Context: an optimization exercise on an open-source flow, tuned for small area. The choices shown serve that exercise and are no tape-out recipe.
Only simulation tests tie the RTL to the original design; equivalence was not proved.

Design sbox_sub_bytes_pipe, start of the top module:
module sbox_sub_bytes_pipe
#(
    parameter int LANES = 16,
    parameter int CNT_W = 16
) (
    input  logic               clk,
    input  logic               rst_n,
    input  logic               flush,
    input  logic               in_valid,
    output logic               in_ready,
    input  logic               in_inv,
    input  logic [8*LANES-1:0] in_data,
    output logic               out_valid,
    input  logic               out_ready,
    output logic               out_inv,
    output logic [8*LANES-1:0] out_data,
    output logic               busy,
    output logic [CNT_W-1:0]   done_cnt
);
Settings: LEC_CHECK=0, CAP_MARGIN=20, CELL_PAD_IN_SITES_DETAIL_PLACEMENT=0, CELL_PAD_IN_SITES_GLOBAL_PLACEMENT=0, CORE_MARGIN=2, CORE_UTILIZATION=76, CTS_BUF_LIST=sky130_fd_sc_hd__clkbuf_16, CTS_CLUSTER_DIAMETER=100, CTS_CLUSTER_SIZE=30, PLACE_DENSITY=0.89, SLEW_MARGIN=20; clock period 10.0 ns.
standard.sh (not shown) runs the stock make flow with config.mk's settings and CLKGATE_MAP_FILE= SYNTH_SCRIPT=/design/flow/synth_recipe.tcl, a recipe that flattens the netlist after the stock synthesis.
==> flow/flow/run.sh <==
#!/bin/bash
# Layout flow: the standard flow (standard.sh) with three changes, none of which touches
# the design's constraints:
#  - synthesis is the standard flow's own script (synth_recipe.tcl), so the registers are the standard
#    synthesis's, but ABC maps the logic for area (flow/area.abc) instead of speed: the
#    design has several ns of slack at the 10 ns clock;
#  - every input and output port still gets a buffer, but the smallest one (buf_1);
#  - clock tree synthesis without dummy loads, with clkbuf_16 at the leaves.
set -euo pipefail
W=$(pwd)
{
  cat <<EOF
proc abc {args} {
  set i [lsearch -exact \$args -script]
  if {\$i >= 0} { lset args [expr {\$i+1}] $W/flow/area.abc }
  puts "abc with the area script: \$args"
  yosys abc {*}\$args
}
EOF
  cat synth_recipe.tcl
} > my_synth.tcl
sed "s#SYNTH_SCRIPT=[^ ]*#SYNTH_SCRIPT=$W/my_synth.tcl#" standard.sh > my_standard.sh
bash my_standard.sh synth > synth.log 2>&1
CTS="-sink_clustering_enable -repair_clock_nets -dont_use_dummy_load"
CTS="$CTS -sink_clustering_size 30 -sink_clustering_max_diameter 100"
CTS="$CTS -buf_list sky130_fd_sc_hd__clkbuf_16 -root_buf sky130_fd_sc_hd__clkbuf_8 -tree_buf sky130_fd_sc_hd__clkbuf_8"
bash my_standard.sh "BUFFER_PORTS_ARGS=-buffer_cell sky130_fd_sc_hd__buf_1" "CTS_ARGS=$CTS" finish > layout.log 2>&1
test -f out/final.def
==> flow/flow/area.abc <==
&get -n
&dch -f
&nf -R 1000 -p -C 32
&put
&get -n
&dch -f
&nf -R 1000 -p -C 32
&put
Rerun with:
- CORE_UTILIZATION: 76 -> 62
- PLACE_DENSITY: 0.89 -> 0.75
Result:
- design area climbs by 0.86%
- die area climbs by 22%
- sequential cell count is unchanged

========
sbox_sub_bytes_pipe, a different RTL version from the one above (not shown whole).
Size in the first run: roughly 2,900 cells after synthesis, about 280 flip-flops, ~0.025 mm² of cells after synthesis.
clock: 10.0 ns
lec_check: 0
cap_margin: 20
cell_pad_in_sites_detail_placement: 1
cell_pad_in_sites_global_placement: 2
core_margin: 2
core_utilization: 35
slew_margin: 20
==> flow/flow/run.sh <==
#!/bin/bash
# Layout flow: the standard flow, except that ABC maps the logic for area instead of
# speed (the design has a lot of timing slack at the 10 ns clock). Synthesis is otherwise
# the standard flow's own script (synth_recipe.tcl), so the registers are the standard synthesis's.
set -euo pipefail
W=$(pwd)
{
  cat <<EOF
proc abc {args} {
  set i [lsearch -exact \$args -script]
  if {\$i >= 0} { lset args [expr {\$i+1}] $W/flow/area.abc }
  puts "abc with the area script: \$args"
  yosys abc {*}\$args
}
EOF
  cat synth_recipe.tcl
} > my_synth.tcl
sed "s#SYNTH_SCRIPT=[^ ]*#SYNTH_SCRIPT=$W/my_synth.tcl#" standard.sh > my_standard.sh
bash my_standard.sh synth > synth.log 2>&1
bash my_standard.sh finish > layout.log 2>&1
test -f out/final.def
==> flow/flow/area.abc <==
&get -n
&dch -f
&nf -R 1000 -p -C 32
&put
Rerun with:
--- a/flow/flow/run.sh
+++ b/flow/flow/run.sh
@@ -20 +20 @@
-bash my_standard.sh finish > layout.log 2>&1
+bash my_standard.sh "BUFFER_PORTS_ARGS=-buffer_cell sky130_fd_sc_hd__buf_1" finish > layout.log 2>&1
- CELL_PAD_IN_SITES_DETAIL_PLACEMENT: 1 -> 0
- CELL_PAD_IN_SITES_GLOBAL_PLACEMENT: 2 -> 0
- CORE_UTILIZATION: 35 -> 62
- CTS_BUF_LIST: not set -> sky130_fd_sc_hd__clkbuf_16
- CTS_CLUSTER_DIAMETER: not set -> 100
- CTS_CLUSTER_SIZE: not set -> 30
- PLACE_DENSITY: not set -> 0.75
Effect:
- final area decreases by roughly a tenth
- global-route usage increases by 8.8 points
- count of clock-buffer cells in the layout decreases by 33
- non-clock buffer count stays the same
- utilization increases by 25 points
- wire length decreases by about a fifth
- via count decreases slightly
- worst setup slack gains 190 ps
- sequential share of layout area increases by 2.1 points
Rerun with:
- CELL_PAD_IN_SITES_DETAIL_PLACEMENT: 0 -> 1
- CELL_PAD_IN_SITES_GLOBAL_PLACEMENT: 0 -> 2
- CORE_UTILIZATION: 62 -> 35
- CTS_BUF_LIST: sky130_fd_sc_hd__clkbuf_16 -> sky130_fd_sc_hd__clkbuf_4
- CTS_CLUSTER_DIAMETER: 100 -> not set
- CTS_CLUSTER_SIZE: 30 -> not set
- PLACE_DENSITY: 0.75 -> not set
After rerunning: The changed run ran to the end with no violations. Register-to-register slack gets worse by 140 ps. Worst hold slack gets worse by 10 ps. Core utilization is lower by 28 points.

static timing again, ports no longer ideal:
How much do the figures lean on ideal ports? The routed layouts below were timed once more, with nothing changed but the port constraints.
Step 1: set_driving_cell puts a clkbuf_16 on clk and a buf_2 on each other input, an assumption about the parent block.
Step 2, shift: input delay + t, output delay - t, t = (earliest + latest rising clock arrival at the registers) / 2. This alone moves slack from input paths to output paths.
a / b / c = ideal ports / drivers / drivers and shift; a / b = the first two.
run	shift t [ns]	slack for setup (ns)	worst register clock-pin slew, ns
the first run of note 1	0.600	3.515 / 3.515 / 3.515	0.12 / 0.12
the second run of note 1	0.625	3.523 / 3.523 / 3.523	0.11 / 0.11
the first run of note 2	0.632	3.519 / 3.519 / 3.519	0.06 / 0.06
the second run of note 2	0.579	3.708 / 3.708 / 3.708	0.12 / 0.12
the third run of note 2	0.905	3.566 / 3.566 / 3.566	0.07 / 0.07
After both steps setup and hold are still met in every run listed.
